From an optimization exercise on the open Yosys and OpenROAD flow, aimed at small area; shortcuts taken in it are not production practice. Function was checked by simulation only, so behaviour that the tests miss may differ from the original.

==> flow/design.v <==
module arenaTop
(
    input  logic        clk,
    input  logic        rstN,
    input  logic        load,
    input  logic [74:0] update,
    output logic [23:0] pixel,
    output logic        hSync,
    output logic        vSync
);
    function automatic logic signed [7:0] sineOf(input logic [3:0] idx);
        sineOf =
              (idx == 4'd0) ? 8'sd0 :
              (idx == 4'd1) ? 8'sd49 :
              (idx == 4'd2) ? 8'sd90 :
              (idx == 4'd3) ? 8'sd117 :
              (idx == 4'd4) ? 8'sd127 :
              (idx == 4'd5) ? 8'sd117 :
              (idx == 4'd6) ? 8'sd90 :
              (idx == 4'd7) ? 8'sd49 :
              (idx == 4'd8) ? 8'sd0 :
              (idx == 4'd9) ? -8'sd49 :
              (idx == 4'd10) ? -8'sd90 :
              (idx == 4'd11) ? -8'sd117 :
              (idx == 4'd12) ? -8'sd127 :
              (idx == 4'd13) ? -8'sd117 :
              (idx == 4'd14) ? -8'sd90 :
              -8'sd49;
    endfunction
    function automatic logic signed [8:0] cosPlusSin(input logic [3:0] idx);
        cosPlusSin =
              (idx == 4'd0) ? 9'sd127 :
              (idx == 4'd1) ? 9'sd166 :
              (idx == 4'd2) ? 9'sd180 :
              (idx == 4'd3) ? 9'sd166 :
              (idx == 4'd4) ? 9'sd127 :
              (idx == 4'd5) ? 9'sd68 :
              (idx == 4'd6) ? 9'sd0 :
              (idx == 4'd7) ? -9'sd68 :
              (idx == 4'd8) ? -9'sd127 :
              (idx == 4'd9) ? -9'sd166 :
              (idx == 4'd10) ? -9'sd180 :
              (idx == 4'd11) ? -9'sd166 :
              (idx == 4'd12) ? -9'sd127 :
              (idx == 4'd13) ? -9'sd68 :
              (idx == 4'd14) ? 9'sd0 :
              9'sd68;
    endfunction
    function automatic logic [10:0] add10(input logic [9:0] a, input logic [9:0] b, input logic ci);
        logic c;
        c = ci;
        for (int i = 0; i < 10; i++)
        begin
            add10[i] = a[i] ^ b[i] ^ c;
            c = (a[i] & b[i]) | (a[i] & c) | (b[i] & c);
        end
        add10[10] = c;
    endfunction
    function automatic logic [16:0] add17(input logic [16:0] a, input logic [16:0] b);
        logic c;
        c = 1'b0;
        for (int i = 0; i < 17; i++)
        begin
            add17[i] = a[i] ^ b[i] ^ c;
            c = (a[i] & b[i]) | (a[i] & c) | (b[i] & c);
        end
    endfunction
    function automatic logic le10(input logic [9:0] a, input logic [9:0] b);
        logic c;
        c = 1'b1;
        for (int i = 0; i < 10; i++)
            c = (b[i] & ~a[i]) | (b[i] & c) | (~a[i] & c);
        le10 = c;
    endfunction
    function automatic logic boundsOk(input logic [9:0] c, input logic [9:0] half);
        logic [9:0] d;
        logic [9:0] m;
        d = {1'b0, c[8:0] ^ {9{c[9]}}};
        m = {1'b0, half[8:0] ^ {9{half[9]}}};
        boundsOk = half[9] ? le10(d, m) : le10(m, d);
    endfunction
    logic [9:0] col;
    logic [9:0] row;
    always_ff @(posedge clk)
    begin
        if (!rstN)
        begin
            col <= '0;
            row <= '0;
        end
        else if (col == 10'd799)
        begin
            col <= '0;
            row <= (row == 10'd524) ? 10'd0 : add10(row, 10'd0, 1'b1);
        end
        else
            col <= add10(col, 10'd0, 1'b1);
    end
    logic visible;
    logic isA;       
    logic isB;       
    logic isC;       
    assign visible = (col < 10'd640) && (row < 10'd480);
    assign isA = (col == 10'd799) && (row == 10'd524);
    assign isB = (col == 10'd0) && (row == 10'd0);
    assign isC = (col == 10'd1) && (row == 10'd0);
    logic [74:0] pend;
    logic        pendZ;
    always_ff @(posedge clk)
        if (load)
            pend <= update;
    always_ff @(posedge clk)
    begin
        if (!rstN)
            pendZ <= 1'b1;
        else if (load)
            pendZ <= 1'b0;
    end
    logic [9:0] t1x, t1y, bx, by, half, t2x;
    logic [3:0] hd;
    logic       bAct;
    logic       okX, okY;
    logic       actZ;
    always_ff @(posedge clk)
    begin
        if (isB)
        begin
            t1x  <= pend[74:65];
            t1y  <= pend[64:55];
            t2x  <= pend[54:45];
            bx   <= pend[34:25];
            by   <= pend[24:15];
            hd   <= pend[14:11];
            bAct <= pend[10];
            half <= pend[9:0];
            okX  <= boundsOk(pend[54:45], pend[9:0]);
            okY  <= boundsOk(pend[44:35], pend[9:0]);
        end
    end
    always_ff @(posedge clk)
    begin
        if (!rstN)
            actZ <= 1'b1;
        else if (isB)
            actZ <= pendZ;
    end
    logic signed [7:0] trigX, trigY;     
    logic       loadA;
    logic [9:0] srcCy;
    logic [3:0] srcHd, hdU;
    assign loadA = isA && load;
    assign srcCy = loadA ? update[44:35] : pend[44:35];
    assign srcHd = loadA ? update[14:11] : pend[14:11];
    assign hdU   = isA ? srcHd : (isB ? pend[14:11] : hd);
    logic [10:0] mU;
    logic signed [8:0] nU;
    logic [16:0] addU;
    logic signed [8:0] cpsU;
    assign cpsU = cosPlusSin({hdU[3:2] + {1'b0, isC}, hdU[1:0]});
    always_comb
    begin
        if (isA)
        begin
            mU   = {1'b0, srcCy};
            nU   = cpsU;
            addU = '0;
        end
        else if (isB)
        begin
            mU   = add10(pend[54:45], pend[44:35], 1'b0);
            nU   = sineOf({hdU[3:2] + 2'd3, hdU[1:0]});
            addU = {pend[9:0], 7'b0};
        end
        else
        begin
            mU   = {1'b0, t2x};
            nU   = cpsU;
            addU = {{9{trigY[7]}}, trigY};
        end
    end
    logic [16:0] prodU;
    always_comb
    begin
        logic [16:0] s, c, x;
        s = addU;
        c = {8'b0, nU[8], 8'b0};
        for (int j = 0; j < 9; j++)
        begin
            if (j < 8)
                x = nU[j] ? ({6'b0, mU} << j) : 17'd0;
            else
                x = nU[j] ? ({6'b0, ~mU} << j) : 17'd0;
            {s, c} = {s ^ c ^ x, ((s & c) | (s & x) | (c & x)) << 1};
        end
        prodU = add17(s, c);
    end
    logic [1:0] offX, offY;      
    logic       bigX, bigY;      
    logic       stepX, stepY;    
    always_comb
    begin
        offX  = 2'd1;        
        offY  = 2'd0;        
        bigX  = 1'b0;
        bigY  = 1'b0;
        stepX = 1'b0;
        stepY = 1'b0;
        if (row < 10'd480)
        begin
            if (col < 10'd640)
            begin
                stepX = 1'b1;
                stepY = 1'b1;
            end
            else if (col < 10'd720)
            begin
                offX  = 2'd3;
                offY  = 2'd2;
                bigX  = 1'b1;
                bigY  = 1'b1;
                stepX = 1'b1;
                stepY = 1'b1;
            end
            else if (col == 10'd720)
            begin
                offX  = 2'd2;
                offY  = 2'd1;
                stepX = 1'b1;
                stepY = 1'b1;
            end
        end
        else if (row == 10'd480)
        begin
            if (col < 10'd480)
            begin
                offX  = 2'd0;
                offY  = 2'd3;
                stepX = 1'b1;
                stepY = 1'b1;
            end
            else if (col == 10'd480)
            begin
                stepX = 1'b1;
                stepY = 1'b1;
            end
        end
    end
    assign trigX = sineOf({hd[3:2] + offX, hd[1:0]});
    assign trigY = sineOf({hd[3:2] + offY, hd[1:0]});
    logic [16:0] accX, accY;
    logic signed [16:0] opX, opY;
    assign opX = !stepX ? 17'sd0 : (bigX ? (trigX <<< 3) : trigX);
    assign opY = !stepY ? 17'sd0 : (bigY ? (trigY <<< 3) : trigY);
    logic [16:0] baseX, baseY;
    assign baseX = add17(accX, isB ? prodU : opX);
    assign baseY = add17(accY, isC ? prodU : opY);
    always_ff @(posedge clk)
    begin
        accX <= isA ? prodU : baseX;
        accY <= isB ? prodU : baseY;
    end
    logic yMode;         
    logic lastRow;
    assign yMode   = (col == 10'd700);
    assign lastRow = (row == 10'd524);
    logic [9:0] pos;
    logic [10:0] sumP, difP;
    assign pos  = yMode ? (lastRow ? 10'h3ff : row) : col;
    logic [9:0] halfU;
    assign halfU = isB ? pend[9:0] : half;
    assign sumP = add10(pos, halfU, yMode);
    assign difP = add10(pos, ~halfU, 1'b1);
    logic [9:0] cT1, cB;
    assign cT1 = yMode ? t1y : (isB ? pend[74:65] : t1x);
    assign cB  = yMode ? by  : (isB ? pend[34:25] : bx);
    logic eqLoT1, eqHiT1, eqLoB, eqHiB;
    assign eqLoT1 = (cT1 == sumP[9:0]);
    assign eqHiT1 = (cT1 == difP[9:0]);
    assign eqLoB  = (cB == sumP[9:0]);
    assign eqHiB  = (cB == difP[9:0]);
    logic gxT1, lxT1, gxB, lxB;
    always_ff @(posedge clk)
    begin
        if (col >= 10'd640)
        begin
            gxT1 <= 1'b0;
            lxT1 <= 1'b1;
            gxB  <= 1'b0;
            lxB  <= 1'b1;
        end
        else
        begin
            gxT1 <= gxT1 | eqLoT1;
            lxT1 <= lxT1 & !eqHiT1;
            gxB  <= gxB | eqLoB;
            lxB  <= lxB & !eqHiB;
        end
    end
    logic x00T1, x00B;
    always_ff @(posedge clk)
    begin
        if (col == 10'd0 && lastRow)
        begin
            x00T1 <= eqLoT1;
            x00B  <= eqLoB;
        end
    end
    logic gyT1, lyT1, gyB, lyB;
    always_ff @(posedge clk)
    begin
        if (isB)
        begin
            gyT1 <= (pend[64:55] == pend[9:0]);
            lyT1 <= 1'b1;
            gyB  <= (pend[24:15] == pend[9:0]);
            lyB  <= 1'b1;
        end
        else if (yMode)
        begin
            if (lastRow)
            begin
                gyT1 <= eqLoT1;
                lyT1 <= 1'b1;
                gyB  <= eqLoB;
                lyB  <= 1'b1;
            end
            else
            begin
                gyT1 <= gyT1 | eqLoT1;
                lyT1 <= lyT1 & !eqHiT1;
                gyB  <= gyB | eqLoB;
                lyB  <= lyB & !eqHiB;
            end
        end
    end
    logic [9:0] twoHalf;
    assign twoHalf = {half[8:0], 1'b0};
    logic inT1, inT2, inB, t2Live, flag00;
    assign inT1 = (isB ? x00T1 : ((gxT1 | eqLoT1) & lxT1)) & gyT1 & lyT1;
    assign inB  = bAct & (isB ? x00B : ((gxB | eqLoB) & lxB)) & gyB & lyB;
    assign t2Live = okX && okY && le10(baseX[16:7], twoHalf) && le10(baseY[16:7], twoHalf);
    always_ff @(posedge clk)
        if (lastRow)
            flag00 <= t2Live;
    assign inT2 = isB ? flag00 : t2Live;
    logic nT1, nT2, nB, nF;
    always_comb
    begin
        nT1 = 1'b0;
        nT2 = 1'b0;
        nB  = 1'b0;
        nF  = 1'b0;
        if (!visible)
        begin
        end
        else if (actZ)
        begin
            if (isB)
                nT1 = 1'b1;
            else if (col < 10'd2 && row < 10'd2)
                nT2 = 1'b1;
            else
                nF = 1'b1;
        end
        else if (inT1)
            nT1 = 1'b1;
        else if (inT2)
            nT2 = 1'b1;
        else if (inB)
            nB = 1'b1;
        else
            nF = 1'b1;
    end
    logic pT1, pT2, pB, pF;
    always_ff @(posedge clk)
    begin
        if (!rstN)
        begin
            pT1   <= 1'b0;
            pT2   <= 1'b0;
            pB    <= 1'b0;
            pF    <= 1'b0;
            hSync <= 1'b1;
            vSync <= 1'b1;
        end
        else
        begin
            pT1   <= nT1;
            pT2   <= nT2;
            pB    <= nB;
            pF    <= nF;
            hSync <= !((col >= 10'd656) && (col < 10'd752));
            vSync <= !((row >= 10'd490) && (row < 10'd492));
        end
    end
    assign pixel = ({24{pT1}} & 24'hffbb00) | ({24{pT2}} & 24'hff0000)
                 | ({24{pB}} & 24'h32ddde) | ({24{pF}} & 24'h555555);
endmodule
==> flow/flow/run.sh <==
#!/bin/bash
# Own layout flow: the standard synthesis, then the logic between the
# flip-flops and adder cells mapped again by ABC for area (the registers and
# their cells stay as the standard synthesis made them), then the standard flow's
# standard layout from floorplan to finish. Each tool logs to its own file here.
set -euo pipefail

R=orfs/results/${FLOW_PLATFORM}/arenaTop/base
L=orfs/logs/${FLOW_PLATFORM}/arenaTop/base

# 1. standard synthesis
bash standard.sh synth > synth_standard.log 2>&1

# 2. area re-mapping of the combinational logic
cp "$R/1_2_yosys.v" 1_2_yosys_standard.v
LIB="$FLOW_HOME/platforms/$FLOW_PLATFORM/lib/sky130_fd_sc_hd__tt_025C_1v80.lib"
DONT_USE=$(grep -o -- "-dont_use [^ ]*" "$L/1_2_yosys.log" | sort -u | tr '\n' ' ')
sed -e "s|@LIB@|$LIB|g" -e "s|@DONT_USE@|$DONT_USE|g" -e "s|@TOP@|$FLOW_TOP|g" \
    -e "s|@IN@|1_2_yosys_standard.v|g" -e "s|@OUT@|1_2_yosys_area.v|g" \
    flow/reopt.ys > reopt.ys
yosys -s reopt.ys > reopt.log 2>&1
cp 1_2_yosys_area.v "$R/1_2_yosys.v"

# 3. standard layout from the re-mapped netlist (make redoes 1_synth from it)
bash standard.sh finish > layout.log 2>&1
==> flow/flow/reopt.ys <==
# Re-map the standard synthesis's combinational logic for area.
# Flip-flops, adder cells and tie cells are kept as they are; every other
# cell is flattened into its logic function and mapped again by ABC.
read_liberty -ignore_miss_func @LIB@
read_verilog @IN@
hierarchy -top @TOP@
setattr -mod -set keep_hierarchy 1 sky130_fd_sc_hd__*df* sky130_fd_sc_hd__*dl* sky130_fd_sc_hd__fa_* sky130_fd_sc_hd__ha_* sky130_fd_sc_hd__conb_*
flatten
techmap
opt -fast
select -module @TOP@
abc -liberty @LIB@ @DONT_USE@ -script "+strash; &get -n; &deepsyn -T 60; &dch; &nf -a -R 1000; &put; topo"
select -clear
blackbox =sky130_fd_sc_hd__*
splitnets
opt_clean -purge
hilomap -singleton -hicell sky130_fd_sc_hd__conb_1 HI -locell sky130_fd_sc_hd__conb_1 LO
insbuf -buf sky130_fd_sc_hd__buf_4 A X
rename -enumerate -pattern ar_%_
check -mapped
stat -liberty @LIB@
write_verilog -noattr -nohex -nodec @OUT@
==> flow/standard.sh <==
#!/bin/bash
# synth_recipe.tcl (not shown) runs the flow's synth.tcl, then flattens the netlist and writes it again
# the make line also repeats each setting of config.mk as NAME=value (left out here)
make -C /OpenROAD-flow-scripts/flow DESIGN_CONFIG=/design/flow/config.mk WORK_HOME=/design/flow/orfs CLKGATE_MAP_FILE= SYNTH_SCRIPT=/design/flow/synth_recipe.tcl "${@:-finish}"
==> flow/config.mk <==
export PLATFORM = sky130hd
export DESIGN_NAME = arenaTop
export DESIGN_NICKNAME = arenaTop
export VERILOG_FILES = /design/flow/design.v
export SDC_FILE = /design/flow/constraint.sdc
export NUM_CORES = 4
export LEC_CHECK = 0
export ABC_AREA = 1
export CAP_MARGIN = 20
export CORE_MARGIN = 2
export CORE_UTILIZATION = 55
export CTS_BUF_LIST = sky130_fd_sc_hd__clkbuf_8
export CTS_CLUSTER_DIAMETER = 80
export CTS_CLUSTER_SIZE = 16
export SLEW_MARGIN = 20
==> flow/constraint.sdc <==
create_clock -name core_clock -period 20.0 [get_ports {clk}]
set_input_delay 4.0000 -clock core_clock [delete_from_list [all_inputs] [get_ports {clk}]]
set_output_delay 4.0000 -clock core_clock [all_outputs]
set_load 0.01 [all_outputs]
==> impl_metrics.env, run 1 <==
export IMPL_routed_via_density=5.82
export IMPL_io_buffers=102
export IMPL_fin_skew_ns=0.0434
export IMPL_cts_resized=0
export IMPL_required_ns=20.47
export IMPL_rsz0062_at_grt="no"
export IMPL_cp_end_kind="flip-flop"
export IMPL_fillers=2109
export IMPL_largest_reg_flops=75
export IMPL_syn_nets=1660
export IMPL_die_h_um=164
export IMPL_fin_crit_ns=15.67
export IMPL_vias=10800
export IMPL_place_congestion=0.942
export IMPL_htreeDepth=1
export IMPL_multi_input_area_um2=8020
export IMPL_max_freq_mhz=63.8
export IMPL_final_util_pct=63.1
export IMPL_cts_inserted_buffers=18
export IMPL_period_share_pct=78.4
export IMPL_wirelength_um=35400
export IMPL_fin_nets=1779
export IMPL_cts_tree="done"
export IMPL_area_sequential_um2=5440
export IMPL_cts_setup_buffers=0
export IMPL_ant_nets=0
export IMPL_cpPeakStageDelay_ns=0.64
export IMPL_clk_transition_reported_paths_ns=0.10
export IMPL_top_regs="pend: 75 flops, accX: 17 flops, accY: 17 flops"
export IMPL_drt_iter0_drc=776
export IMPL_core_rowCount=58
export IMPL_ff2ff_setup_slack_ns=5.61
export IMPL_cp_slowest_cell="or3_1"
export IMPL_whs_ns=0.443
export IMPL_firstDrtPassIters=5
export IMPL_top_register="pend"
export IMPL_drc=0
export IMPL_die_area_um2=27000
export IMPL_grt_pass1_vias=10500
export IMPL_root_buffer="clkbuf_8"
export IMPL_design_area_um2=15900
export IMPL_dpl_cell_area_um2=15500
export IMPL_hold_buffers=0
export IMPL_fp_dieW_um=164
export IMPL_grt_max_degree=72
export IMPL_ioPinCount=104
export IMPL_clock_latency_ns=0.55
export IMPL_tightest_slew_ns=0.907
export IMPL_setup_viol=0
export IMPL_relSlewSlack_pct=38.0
export IMPL_wl_per_cell_um=19.0
export IMPL_maxSlewViolCount=0
export IMPL_setup_worst_path_start_class="input port"
export IMPL_hold_viol_final=0
export IMPL_crit_top_cell="fa_1"
export IMPL_start_util_pct=56.1
export IMPL_cp_data_arrival_time_ns=16.14
export IMPL_hold_path_class="flip-flop to flip-flop"
export IMPL_cap_viol_max_count=0
export IMPL_antenna_found_initial=2
export IMPL_coreArea_um2=25200
export IMPL_overflow=0
export IMPL_drive_gt1_share_pct=2.61
export IMPL_clock_sinks=215
export IMPL_synth_warnings=1
export IMPL_syn_avg_cell_area_um2=10.1
export IMPL_cp_max_fo=15
export IMPL_area_growth_pct=12.6
export IMPL_track_usage_pct=27.3
export IMPL_status="timing/DRC/antenna clean"
export IMPL_dp_hpwl_um=27500
export IMPL_synth_area_um2=14100
export IMPL_critPathKind="input port to flip-flop"
export IMPL_grt_pass1_wl_um=56800
export IMPL_antennaDiodeCount=0
export IMPL_clock_path_buffers=3
export IMPL_fin_tns_setup_ns=0
export IMPL_postSynthCellCount=1399
==> final cells by class <==
type | instances | share of cell area, %
multi-input combinational | 1020 | 50.4
clock inverter | 13 | 0.606
tap | 330 | 2.60
timing repair buffer | 116 | 7.07
inverter | 147 | 3.48
clock buffer | 19 | 1.64
sequential | 215 | 34.2
==> worst max-delay path, delay by kind of cell <==
family	cells	cell delay, ns
multiplexers	1	0.26
buffers and inverters	5	0.62
AO/OA/AOI/OAI	8	1.18
AND/OR/NAND/NOR	11	1.84
adder cells (fa/ha/maj)	18	8.23
==> final timing paths <==
| path | start | end | depth (start not counted) |
|---|---|---|---|
| worst max-delay path | load | pF | 43 |
| worst min register to register | pend[10] | bAct | 0 |
| worst max register to register | col[6] | pF | 43 |
| worst min-delay path | pend[10] | bAct | 0 |
==> layer usage <==
layer	up-vias	track usage (%)	routed length [um]	part of all wire, %
met5	-	0	0	0
met4	0	6.94	879	2.5
met3	51	4.17	2440	6.9
met2	391	42.5	16100	46
met1	5334	40.1	15900	45
li1	5044	-	-	-
==> metrics by stage <==
stage / cells / setup WS (ns)
after CTS: 1860 / 4.41
after global routing: 1860 / 3.68
after global placement: 1828 / 4.09
final: 1860 / 4.33
after detailed placement: 1828 / 3.84
after floorplan: 1399 / 3.81
==> layout by cell type (no fill, tap or decap), drive strengths merged, types with 12 or more instances in the layout <==
| cell | instances |
|---|---|
| o21a | 12 |
| nor2 | 130 |
| a211oi | 13 |
| xor2 | 21 |
| o21ai | 88 |
| nand2 | 200 |
| clkinv | 148 |
| nand3 | 18 |
| xnor2 | 45 |
| o22ai | 39 |
| clkdlybuf4s50 | 101 |
| edfxtp | 113 |
| clkbuf | 19 |
| and3 | 13 |
| fa | 145 |
| dfxtp | 102 |
| a21oi | 67 |
| nor3 | 13 |
| ha | 38 |
| nor2b | 18 |
| buf | 15 |
==> run 2, diff against run 1 <==
--- a/flow/design.v
+++ b/flow/design.v
@@ -133,10 +133,17 @@
             hd   <= pend[14:11];
             bAct <= pend[10];
             half <= pend[9:0];
-            okX  <= boundsOk(pend[54:45], pend[9:0]);
-            okY  <= boundsOk(pend[44:35], pend[9:0]);
         end
     end
+    logic okNow;
+    assign okNow = boundsOk(isB ? pend[44:35] : t2x, isB ? pend[9:0] : half);
+    always_ff @(posedge clk)
+    begin
+        if (isB)
+            okY <= okNow;
+        if (isC)
+            okX <= okNow;
+    end
     always_ff @(posedge clk)
     begin
         if (!rstN)
@@ -338,7 +345,7 @@
     logic inT1, inT2, inB, t2Live, flag00;
     assign inT1 = (isB ? x00T1 : ((gxT1 | eqLoT1) & lxT1)) & gyT1 & lyT1;
     assign inB  = bAct & (isB ? x00B : ((gxB | eqLoB) & lxB)) & gyB & lyB;
-    assign t2Live = okX && okY && le10(baseX[16:7], twoHalf) && le10(baseY[16:7], twoHalf);
+    assign t2Live = (isC ? okNow : okX) && okY && le10(baseX[16:7], twoHalf) && le10(baseY[16:7], twoHalf);
     always_ff @(posedge clk)
         if (lastRow)
             flag00 <= t2Live;
--- a/flow/config.mk
+++ b/flow/config.mk
@@ -8,7 +8,7 @@
 export ABC_AREA = 1
 export CAP_MARGIN = 20
 export CORE_MARGIN = 2
-export CORE_UTILIZATION = 55
+export CORE_UTILIZATION = 40
 export CTS_BUF_LIST = sky130_fd_sc_hd__clkbuf_8
 export CTS_CLUSTER_DIAMETER = 80
 export CTS_CLUSTER_SIZE = 16
==> run 2 against run 1 <==
  * Cell area up 0.48%
  * Critical endpoint is now pB
  * Clock skew up 0.019 ns
  * Critical path depth down 6
  * Setup slack worse by 0.55 ns
  * First-iteration DRC count down 1.0%
  * Non-clock buffer count up 5
  * Area after synthesis down 0.91%
  * Synthesized cell count down 0.71%
  * Sequential share of layout area down 0.23 points
  * Highest routed layer unchanged
==> impl_metrics.env, run 2 <==
export IMPL_antenna_found_initial=0
export IMPL_dp_hpwl_um=28500
export IMPL_place_congestion=0.916
export IMPL_cp_slowest_cell="a31oi_1"
export IMPL_setup_worst_path_start_class="input port"
export IMPL_drc=0
export IMPL_cp_num_buf_inv=4
export IMPL_track_usage_pct=20.5
export IMPL_cts_setup_buffers=0
export IMPL_rsz0062_at_grt="no"
export IMPL_dp_cells=1948
export IMPL_syn_nets=1650
export IMPL_antennaDiodeCount=0
export IMPL_tightest_slew_ns=1.02
export IMPL_cp_max_fo=56
export IMPL_critPathKind="input port to flip-flop"
export IMPL_postSynthCellCount=1389
export IMPL_core_rowCount=68
export IMPL_htreeDepth=1
export IMPL_fillers=3314
export IMPL_period_share_pct=81.1
export IMPL_io_buffers=102
export IMPL_path_depth=37
export IMPL_ant_nets=0
export IMPL_cp_end_kind="flip-flop"
export IMPL_hold_buffers=0
export IMPL_clock_path_buffers=3
export IMPL_synth_area_um2=14000
export IMPL_area_growth_pct=14.2
export IMPL_drt_iter0_drc=768
export IMPL_grt_pass1_wl_um=58900
export IMPL_wirelength_um=36100
export IMPL_relSlewSlack_pct=31.6
export IMPL_status="timing/DRC/antenna clean"
export IMPL_min_path_cells=2
export IMPL_cp_data_arrival_time_ns=16.65
export IMPL_hp_start="t1x[9]"
export IMPL_cpPeakStageDelay_ns=0.65
export IMPL_largest_reg_flops=75
export IMPL_grt_max_degree=77
export IMPL_overflow=0
export IMPL_fin_skew_ns=0.0626
export IMPL_fin_crit_ns=16.22
export IMPL_vias=10600
export IMPL_clk_transition_reported_paths_ns=0.10
export IMPL_clock_latency_ns=0.57
export IMPL_required_ns=20.43
export IMPL_syn_avg_cell_area_um2=10.1
export IMPL_hold_path_class="flip-flop to flip-flop"
export IMPL_maxSlewViolCount=0
export IMPL_drive_gt1_share_pct=3.02
export IMPL_cp_top_family="adder cells"
export IMPL_routed_via_density=5.36
export IMPL_cts_inserted_buffers=18
export IMPL_grt_pass1_vias=10700
export IMPL_die_h_um=191
export IMPL_root_buffer="clkbuf_8"
export IMPL_rr_worst_depth=44
export IMPL_timing_rr_start="col[4]"
export IMPL_start_util_pct=40.6
export IMPL_critical_path_startpoint="load"
export IMPL_cts_tree="done"
export IMPL_fin_tns_setup_ns=0
export IMPL_wl_per_cell_um=18.3
export IMPL_cts_resized=0
export IMPL_fin_nets=1774
export IMPL_final_common_cell="nand2_1"
export IMPL_firstDrtPassIters=6
export IMPL_clock_sinks=215
export IMPL_ioPinCount=104
export IMPL_die_area_um2=36500
export IMPL_mostFrequentLayoutCells="nand2_1, nor2_1, fa_1"
export IMPL_cap_viol_max_count=0
export IMPL_setup_viol=0
export IMPL_fin_cells=1980
export IMPL_fp_dieW_um=191
export IMPL_top_register="pend"
export IMPL_crit_top_cell="fa_1"
export IMPL_top_regs="pend: 75 flops, accX: 17 flops, accY: 17 flops"
export IMPL_max_freq_mhz=61.7
export IMPL_synth_warnings=1
export IMPL_coreArea_um2=34500
export IMPL_hold_viol_final=0
==> run 2: path summary, 6_finish.rpt <==
kind | endpoint | slack, ns
hold reg to reg | t1x[9] | 0.45
setup reg to reg | pB | 5.46
setup / recovery | pB | 3.78
hold / removal | t1x[9] | 0.45
==> run 2: through the flow <==
| stage | util, % | hold WS [ns] | cell area, um^2 | setup slack (ns) |
|---|---|---|---|---|
| 6_report | 46.4 | 0.453 | 16000 | 3.78 |
| 5_1_grt | 46.4 | 0.475 | 16000 | 3.09 |
| 4_1_cts | 46.4 | 0.455 | 16000 | 3.78 |
| 3_5_place_dp | 45.3 | 0.415 | 15600 | 3.25 |
| 3_3_place_gp | 45.3 | 0.416 | 15600 | 3.50 |
| 2_1_floorplan | - | 0.400 | 14000 | 3.99 |
==> run 2: cell type report <==
class                   count  area (um^2)  share of cell area [%]
flip-flops and latches    215         5430                    34.0
clock buffers              18          248                    1.55
inverters                 133          500                    3.13
multi-input cells        1024         7940                    49.7
clock inverters            14          126                   0.791
repair buffers            121         1160                    7.27
well taps                 455          569                    3.56
==> run 2: layer usage <==
| layer | track usage (%) | share of wire (%) | vias to the layer above |
|---|---|---|---|
| li1 | - | - | 5064 |
| met1 | 28.5 | 45 | 5217 |
| met2 | 33.7 | 47 | 292 |
| met3 | 2.63 | 5.2 | 46 |
| met4 | 5.49 | 2.5 | 0 |
| met5 | 0 | 0 | - |
==> run 2: worst register-to-register path, delay by kind of cell (launching register included) <==
kind,cells,cell delay [ns]
AO/OA/AOI/OAI,6,1.33
XOR/XNOR,2,0.65
adder cells (fa/ha/maj),19,8.45
buffers and inverters,4,0.64
flip-flops,1,0.38
AND/OR/NAND/NOR,13,3.00
==> run 3, diff against run 2 <==
--- a/flow/design.v
+++ b/flow/design.v
@@ -133,17 +133,10 @@
             hd   <= pend[14:11];
             bAct <= pend[10];
             half <= pend[9:0];
+            okX  <= boundsOk(pend[54:45], pend[9:0]);
+            okY  <= boundsOk(pend[44:35], pend[9:0]);
         end
     end
-    logic okNow;
-    assign okNow = boundsOk(isB ? pend[44:35] : t2x, isB ? pend[9:0] : half);
-    always_ff @(posedge clk)
-    begin
-        if (isB)
-            okY <= okNow;
-        if (isC)
-            okX <= okNow;
-    end
     always_ff @(posedge clk)
     begin
         if (!rstN)
@@ -273,13 +266,11 @@
     logic [9:0] pos;
     logic [10:0] sumP, difP;
     assign pos  = yMode ? (lastRow ? 10'h3ff : row) : col;
-    logic [9:0] halfU;
-    assign halfU = isB ? pend[9:0] : half;
-    assign sumP = add10(pos, halfU, yMode);
-    assign difP = add10(pos, ~halfU, 1'b1);
+    assign sumP = add10(pos, half, yMode);
+    assign difP = add10(pos, ~half, 1'b1);
     logic [9:0] cT1, cB;
-    assign cT1 = yMode ? t1y : (isB ? pend[74:65] : t1x);
-    assign cB  = yMode ? by  : (isB ? pend[34:25] : bx);
+    assign cT1 = yMode ? t1y : t1x;
+    assign cB  = yMode ? by  : bx;
     logic eqLoT1, eqHiT1, eqLoB, eqHiB;
     assign eqLoT1 = (cT1 == sumP[9:0]);
     assign eqHiT1 = (cT1 == difP[9:0]);
@@ -303,15 +294,6 @@
             lxB  <= lxB & !eqHiB;
         end
     end
-    logic x00T1, x00B;
-    always_ff @(posedge clk)
-    begin
-        if (col == 10'd0 && lastRow)
-        begin
-            x00T1 <= eqLoT1;
-            x00B  <= eqLoB;
-        end
-    end
     logic gyT1, lyT1, gyB, lyB;
     always_ff @(posedge clk)
     begin
@@ -343,9 +325,9 @@
     logic [9:0] twoHalf;
     assign twoHalf = {half[8:0], 1'b0};
     logic inT1, inT2, inB, t2Live, flag00;
-    assign inT1 = (isB ? x00T1 : ((gxT1 | eqLoT1) & lxT1)) & gyT1 & lyT1;
-    assign inB  = bAct & (isB ? x00B : ((gxB | eqLoB) & lxB)) & gyB & lyB;
-    assign t2Live = (isC ? okNow : okX) && okY && le10(baseX[16:7], twoHalf) && le10(baseY[16:7], twoHalf);
+    assign inT1 = (gxT1 | eqLoT1) & lxT1 & gyT1 & lyT1;
+    assign inB  = bAct & (gxB | eqLoB) & lxB & gyB & lyB;
+    assign t2Live = okX && okY && le10(baseX[16:7], twoHalf) && le10(baseY[16:7], twoHalf);
     always_ff @(posedge clk)
         if (lastRow)
             flag00 <= t2Live;
--- a/flow/config.mk
+++ b/flow/config.mk
@@ -10,6 +10,6 @@
 export CORE_MARGIN = 2
 export CORE_UTILIZATION = 40
 export CTS_BUF_LIST = sky130_fd_sc_hd__clkbuf_8
-export CTS_CLUSTER_DIAMETER = 80
-export CTS_CLUSTER_SIZE = 16
+export CTS_CLUSTER_DIAMETER = 60
+export CTS_CLUSTER_SIZE = 12
 export SLEW_MARGIN = 20
==> run 3 against run 2 <==
  * Setup slack improved by 0.25 ns
  * Sequential share of layout area increased by 1.6 points
  * Flip-flop and latch count decreased by 2
  * Synthesized cell count decreased by 8.2%
  * Routed wire length decreased by 7.1%
  * Count of clock-buffer cells in the layout increased by 7
  * Via count decreased by 7.1%
==> impl_metrics.env, run 3 <==
export IMPL_postSynthCellCount=1275
export IMPL_firstDrtPassIters=5
export IMPL_dp_hpwl_um=26100
export IMPL_track_usage_pct=19.1
export IMPL_maxSlewViolCount=0
export IMPL_rr_worst_depth=42
export IMPL_root_buffer="clkbuf_8"
export IMPL_cts_tree="done"
export IMPL_worstSetupEndpoint="pF"
export IMPL_max_freq_mhz=62.6
export IMPL_relSlewSlack_pct=30.4
export IMPL_area_growth_pct=14.9
export IMPL_dpl_cell_area_um2=15500
export IMPL_drive_gt1_share_pct=3.54
export IMPL_die_h_um=190
export IMPL_grt_pass1_wl_um=54200
export IMPL_cp_max_fo=12
export IMPL_critical_path_startpoint="load"
export IMPL_multi_input_area_um2=7670
export IMPL_die_area_um2=36300
export IMPL_start_util_pct=40.5
export IMPL_fin_cells=1870
export IMPL_fillers=3221
export IMPL_clk_transition_reported_paths_ns=0.08
export IMPL_place_congestion=0.917
export IMPL_crit_top_cell="fa_1"
export IMPL_fin_crit_ns=15.96
export IMPL_vias=9870
export IMPL_synth_warnings=1
export IMPL_top_register="pend"
export IMPL_routed_via_density=5.28
export IMPL_post_place_ws_ns=3.42
export IMPL_coreArea_um2=34400
export IMPL_hp_start="pend[29]"
export IMPL_synth_area_um2=13900
export IMPL_setup_worst_path_start_class="input port"
export IMPL_fp_dieW_um=190
export IMPL_fin_skew_ns=0.0205
export IMPL_cp_end_kind="flip-flop"
export IMPL_syn_nets=1536
export IMPL_fin_tns_setup_ns=0
export IMPL_clock_sinks=213
export IMPL_wl_per_cell_um=17.9
export IMPL_design_area_um2=16000
export IMPL_setup_viol=0
export IMPL_rsz0062_at_grt="no"
export IMPL_timing_rr_start="pend[45]"
export IMPL_io_buffers=102
export IMPL_cpPeakStageDelay_ns=0.71
export IMPL_postLayoutSetupSlackWorst_ns=4.04
export IMPL_hold_buffers=0
export IMPL_cts_setup_buffers=0
export IMPL_final_common_cell="nand2_1"
export IMPL_grt_max_degree=73
export IMPL_hold_viol_final=0
export IMPL_fin_nets=1659
export IMPL_top_regs="pend: 75 flops, accX: 17 flops, accY: 17 flops"
export IMPL_cp_slowest_cell="a21oi_1"
export IMPL_tightest_slew_ns=1.04
export IMPL_area_sequential_um2=5680
export IMPL_whs_ns=0.421
export IMPL_clock_path_buffers=3
export IMPL_dp_cells=1827
export IMPL_required_ns=20.49
export IMPL_mostFrequentLayoutCells="nand2_1, fa_1, edfxtp_1"
export IMPL_grt_pass1_vias=9849
export IMPL_ff2ff_setup_slack_ns=5.38
export IMPL_wirelength_um=33600
export IMPL_htreeDepth=1
export IMPL_core_rowCount=68
export IMPL_hold_path_class="flip-flop to flip-flop"
export IMPL_drt_iter0_drc=679
export IMPL_overflow=0
export IMPL_cap_viol_max_count=0
export IMPL_antenna_found_initial=1
export IMPL_clock_latency_ns=0.59
export IMPL_min_path_cells=0
export IMPL_syn_avg_cell_area_um2=10.9
export IMPL_cts_inserted_buffers=24
export IMPL_status="timing/DRC/antenna clean"
export IMPL_rr_endpoint="pF"
export IMPL_cp_data_arrival_time_ns=16.45
export IMPL_ioPinCount=104
export IMPL_drc=0
export IMPL_ant_nets=0
export IMPL_critPathKind="input port to flip-flop"
export IMPL_largest_reg_flops=75
export IMPL_period_share_pct=79.8
export IMPL_final_util_pct=46.5
export IMPL_cts_resized=0
[run 3: cell count changes in the layout (fill, tap and decap cells not counted), sizes merged, moves of 10 or more]
cell	delta
a21oi	+13
clkinv	-14
dfxtp	-31
edfxtp	+29
nand2	-18
nand3	+10
nor2	-74
nor3	-12
o21ai	-31
o22ai	-11
xor2	+26
[run 3: how the worst min path moves through the flow]
stage	slack, ns	end
2_1_floorplan	0.40	bAct
3_3_place_gp	0.40	bx[1]
3_5_place_dp	0.40	bx[4]
4_1_cts	0.42	bx[5]
5_1_grt	0.43	t1x[7]
6_report	0.42	bx[4]
[run 3: per-layer routing]
layer / vias up / part of all wire, % / global-route usage [%]
met5: - / 0 / 0
met1: 4884 / 46 / 27.3
met2: 270 / 46 / 30.0
met4: 0 / 2.7 / 6.02
li1: 4667 / - / -
met3: 49 / 5.0 / 2.56
[run 3: critical path: cells and delay by family]
| kind | cells | cell delay [ns] |
|---|---|---|
| buffers and inverters | 4 | 0.41 |
| multiplexers | 1 | 0.27 |
| AO/OA/AOI/OAI | 10 | 2.56 |
| XOR/XNOR | 1 | 0.32 |
| adder cells (fa/ha/maj) | 18 | 8.12 |
| AND/OR/NAND/NOR | 4 | 0.77 |
[run 3: cell type report]
class | count | share of cell area, %
clock inverters | 17 | 0.948
diodes | 1 | 0.0157
inverters | 119 | 2.80
flip-flops and latches | 213 | 35.5
clock buffers | 25 | 2.15
multi-input cells | 926 | 48.0
repair buffers | 114 | 6.94
well taps | 455 | 3.56
==> run 4, diff against run 3 <==
--- a/flow/design.v
+++ b/flow/design.v
@@ -1,12 +1,49 @@
+package arenaPkg;
+    typedef logic [9:0] coord_t;
+    typedef logic [3:0] heading_t;
+    typedef logic signed [7:0] trig_t;
+    typedef struct packed {
+        coord_t x;
+        coord_t y;
+    } point_t;
+    typedef struct packed {
+        logic [7:0] red;
+        logic [7:0] green;
+        logic [7:0] blue;
+    } rgb_t;
+    typedef struct packed {
+        point_t   tank1;
+        point_t   tank2;
+        point_t   bullet;
+        heading_t heading;
+        logic     bulletActive;
+        coord_t   halfSize;
+    } scene_t;
+    localparam rgb_t tank1Color  = 24'hffbb00;
+    localparam rgb_t tank2Color  = 24'hff0000;
+    localparam rgb_t bulletColor = 24'h32ddde;
+    localparam rgb_t floorColor  = 24'h555555;
+    localparam rgb_t blankColor  = 24'h000000;
+endpackage
 module arenaTop
+#(
+    parameter int hVisible = 640,
+    parameter int hFront   = 16,
+    parameter int hSyncLen = 96,
+    parameter int hBack    = 48,
+    parameter int vVisible = 480,
+    parameter int vFront   = 10,
+    parameter int vSyncLen = 2,
+    parameter int vBack    = 33
+)
 (
-    input  logic        clk,
-    input  logic        rstN,
-    input  logic        load,
-    input  logic [74:0] update,
-    output logic [23:0] pixel,
-    output logic        hSync,
-    output logic        vSync
+    input  logic   clk,
+    input  logic   rstN,
+    input  logic   load,
+    input  arenaPkg::scene_t update,
+    output arenaPkg::rgb_t   pixel,
+    output logic   hSync,
+    output logic   vSync
 );
     function automatic logic signed [7:0] sineOf(input logic [3:0] idx);
         sineOf =
@@ -133,10 +170,17 @@
             hd   <= pend[14:11];
             bAct <= pend[10];
             half <= pend[9:0];
-            okX  <= boundsOk(pend[54:45], pend[9:0]);
-            okY  <= boundsOk(pend[44:35], pend[9:0]);
         end
     end
+    logic okNow;
+    assign okNow = boundsOk(isB ? pend[44:35] : t2x, isB ? pend[9:0] : half);
+    always_ff @(posedge clk)
+    begin
+        if (isB)
+            okY <= okNow;
+        if (isC)
+            okX <= okNow;
+    end
     always_ff @(posedge clk)
     begin
         if (!rstN)
@@ -266,11 +310,13 @@
     logic [9:0] pos;
     logic [10:0] sumP, difP;
     assign pos  = yMode ? (lastRow ? 10'h3ff : row) : col;
-    assign sumP = add10(pos, half, yMode);
-    assign difP = add10(pos, ~half, 1'b1);
+    logic [9:0] halfU;
+    assign halfU = isB ? pend[9:0] : half;
+    assign sumP = add10(pos, halfU, yMode);
+    assign difP = add10(pos, ~halfU, 1'b1);
     logic [9:0] cT1, cB;
-    assign cT1 = yMode ? t1y : t1x;
-    assign cB  = yMode ? by  : bx;
+    assign cT1 = yMode ? t1y : (isB ? pend[74:65] : t1x);
+    assign cB  = yMode ? by  : (isB ? pend[34:25] : bx);
     logic eqLoT1, eqHiT1, eqLoB, eqHiB;
     assign eqLoT1 = (cT1 == sumP[9:0]);
     assign eqHiT1 = (cT1 == difP[9:0]);
@@ -294,6 +340,15 @@
             lxB  <= lxB & !eqHiB;
         end
     end
+    logic x00T1, x00B;
+    always_ff @(posedge clk)
+    begin
+        if (col == 10'd0 && lastRow)
+        begin
+            x00T1 <= eqLoT1;
+            x00B  <= eqLoB;
+        end
+    end
     logic gyT1, lyT1, gyB, lyB;
     always_ff @(posedge clk)
     begin
@@ -325,9 +380,9 @@
     logic [9:0] twoHalf;
     assign twoHalf = {half[8:0], 1'b0};
     logic inT1, inT2, inB, t2Live, flag00;
-    assign inT1 = (gxT1 | eqLoT1) & lxT1 & gyT1 & lyT1;
-    assign inB  = bAct & (gxB | eqLoB) & lxB & gyB & lyB;
-    assign t2Live = okX && okY && le10(baseX[16:7], twoHalf) && le10(baseY[16:7], twoHalf);
+    assign inT1 = (isB ? x00T1 : ((gxT1 | eqLoT1) & lxT1)) & gyT1 & lyT1;
+    assign inB  = bAct & (isB ? x00B : ((gxB | eqLoB) & lxB)) & gyB & lyB;
+    assign t2Live = (isC ? okNow : okX) && okY && le10(baseX[16:7], twoHalf) && le10(baseY[16:7], twoHalf);
     always_ff @(posedge clk)
         if (lastRow)
             flag00 <= t2Live;
--- a/flow/config.mk
+++ b/flow/config.mk
@@ -10,6 +10,6 @@
 export CORE_MARGIN = 2
 export CORE_UTILIZATION = 40
 export CTS_BUF_LIST = sky130_fd_sc_hd__clkbuf_8
-export CTS_CLUSTER_DIAMETER = 60
-export CTS_CLUSTER_SIZE = 12
+export CTS_CLUSTER_DIAMETER = 80
+export CTS_CLUSTER_SIZE = 16
 export SLEW_MARGIN = 20
==> run 4 against run 3 <==
  * Still clean
  * Via count grew 6.2%
  * Routed wire length rose by 3.2%
  * Sequential share of layout area is 1.4 points lower
  * Register-to-register slack improved by 0.39 ns
  * Highest routed layer unchanged
==> impl_metrics.env, run 4 <==
export IMPL_core_rowCount=68
export IMPL_top_regs="pend: 75 flops, accX: 17 flops, accY: 17 flops"
export IMPL_rr_worst_depth=43
export IMPL_fin_nets=1749
export IMPL_cp_data_arrival_time_ns=16.11
export IMPL_busiest_layer="met2"
export IMPL_start_util_pct=40.5
export IMPL_routed_via_density=5.36
export IMPL_final_util_pct=46.1
export IMPL_cap_viol_max_count=0
export IMPL_grt_use_met1_pct=27.9
export IMPL_fin_crit_ns=15.64
export IMPL_track_usage_pct=19.6
export IMPL_fillers=3290
export IMPL_antennaDiodeCount=0
export IMPL_status="timing/DRC/antenna clean"
export IMPL_root_buffer="clkbuf_8"
export IMPL_htreeDepth=1
export IMPL_setup_worst_path_start_class="input port"
export IMPL_use_met3_pct=2.65
export IMPL_grt_pass1_vias=10400
export IMPL_hold_path_class="flip-flop to flip-flop"
export IMPL_rr_endpoint="pF"
export IMPL_grt_pass1_wl_um=56300
export IMPL_die_h_um=191
export IMPL_fin_tns_setup_ns=0
export IMPL_place_congestion=0.893
export IMPL_required_ns=20.48
export IMPL_ioPinCount=104
export IMPL_ff2ff_setup_slack_ns=5.77
export IMPL_final_common_cell="nand2_1"
export IMPL_drc=0
export IMPL_area_growth_pct=13.8
export IMPL_largest_reg_flops=75
export IMPL_cts_tree="done"
export IMPL_syn_avg_cell_area_um2=10.2
export IMPL_hold_viol_final=0
export IMPL_cts_resized=0
export IMPL_min_path_cells=0
export IMPL_postSynthCellCount=1368
export IMPL_drt_iter0_drc=781
export IMPL_drive_gt1_share_pct=2.87
export IMPL_syn_nets=1629
export IMPL_setup_viol=0
export IMPL_ant_nets=0
export IMPL_fp_dieW_um=191
export IMPL_timing_rr_start="pend[35]"
export IMPL_hold_buffers=0
export IMPL_firstDrtPassIters=5
export IMPL_clock_path_buffers=3
export IMPL_cts_setup_buffers=0
export IMPL_crit_top_cell="fa_1"
export IMPL_critPathKind="input port to flip-flop"
export IMPL_grt_max_degree=73
export IMPL_dp_hpwl_um=27400
export IMPL_min_to="bAct"
export IMPL_cts_inserted_buffers=18
export IMPL_antenna_found_initial=2
export IMPL_mostFrequentLayoutCells="nand2_1, fa_1, clkinv_1"
export IMPL_rsz0062_at_grt="no"
export IMPL_cpPeakStageDelay_ns=0.90
export IMPL_cp_slowest_cell="a222oi_1"
export IMPL_top_register="pend"
export IMPL_cp_max_fo=10
export IMPL_tightest_slew_ns=1.01
export IMPL_vias=10500
export IMPL_use_met2_pct=31.4
export IMPL_synth_warnings=1
export IMPL_wl_per_cell_um=17.7
export IMPL_critical_path_startpoint="load"
export IMPL_relSlewSlack_pct=33.0
export IMPL_wirelength_um=34600
export IMPL_coreArea_um2=34500
export IMPL_cp_end_kind="flip-flop"
export IMPL_clk_transition_reported_paths_ns=0.10
export IMPL_period_share_pct=78.2
export IMPL_maxSlewViolCount=0
export IMPL_hp_start="pend[10]"
export IMPL_clock_sinks=215
export IMPL_clock_latency_ns=0.57
export IMPL_synth_area_um2=14000
export IMPL_io_buffers=102
export IMPL_overflow=0
export IMPL_fin_skew_ns=0.0343
export IMPL_max_freq_mhz=64.0
export IMPL_die_area_um2=36400
==> run 4: routing by layer <==
metal  part of all wire, %  up-vias
met4                   2.3        0
met1                    46     5198
met2                    46      320
met5                     0        -
met3                   6.0       56
li1                      -     4910
==> run 4: through the flow <==
stage                     area [um^2]  hold WS (ns)  std cells  setup WS [ns]
final                           15900         0.436       1955           4.36
after global routing            15900         0.449       1955           3.72
after CTS                       15900         0.440       1955           4.37
after detailed placement        15600         0.409       1923           3.82
after global placement          15500         0.423       1923           4.13
after floorplan                 14000         0.400       1368           3.85
==> run 4: cell type report <==
cell class | instances | area, um^2 | share of cell area (%)
inverters | 129 | 485 | 3.06
clock inverters | 13 | 70.1 | 0.441
repair buffers | 117 | 1130 | 7.12
flip-flops and latches | 215 | 5430 | 34.1
multi-input cells | 1007 | 7950 | 50.0
well taps | 455 | 569 | 3.58
clock buffers | 19 | 262 | 1.65
==> run 4: how the worst max path moves through the flow <==
stage                     end  slack (ns)  cells after the start
final                      pF        4.36                     37
after global routing       pF        3.72                     37
after CTS                  pF        4.37                     37
after detailed placement   pF        3.82                     37
after global placement     pF        4.13                     37
after floorplan            pF        3.85                     44
==> run 4: critical path: cells and delay by family <==
kind                     cells  cell delay [ns]
AO/OA/AOI/OAI                6             2.26
XOR/XNOR                     1             0.33
adder cells (fa/ha/maj)     18             8.17
buffers and inverters        3             0.30
multiplexers                 1             0.24
AND/OR/NAND/NOR              8             0.80

## separate check: timing with driven ports
Ports are ideal in the flow. The routed layouts listed here were re-timed in OpenROAD.
Step 1 sets driving cells, clkbuf_16 on the clock port and buf_2 on the other inputs (assumed; they add their load-dependent delay and slew).
Step 2, shift: input delay + t, output delay - t, t = (earliest + latest rising clock arrival at the registers) / 2. This alone moves slack from input paths to output paths.
Slacks: no drivers / after step 1 / after step 2; pairs: no drivers / after step 1.
| run | t, ns | setup slack, ns | worst hold slack (ns) | slew at the worst register clock pin (ns) | cell pins on the clock port's net |
|---|---|---|---|---|---|
| run 1 | 0.581 | 4.328 / 4.322 / 3.742 | 0.443 / 0.443 / 0.443 | 0.12 / 0.12 | 1 |
| run 2 | 0.585 | 3.782 / 3.801 / 3.216 | 0.453 / 0.453 / 0.453 | 0.11 / 0.11 | 1 |
| run 3 | 0.631 | 4.037 / 3.901 / 3.270 | 0.421 / 0.421 / 0.421 | 0.08 / 0.08 | 1 |
| run 4 | 0.599 | 4.365 / 4.289 / 3.690 | 0.436 / 0.436 / 0.436 | 0.12 / 0.12 | 1 |
After both steps every run listed still meets setup and hold. The setup slack of run 3, which loses most, moves by -0.136 ns with the drivers and by -0.767 ns with both steps.
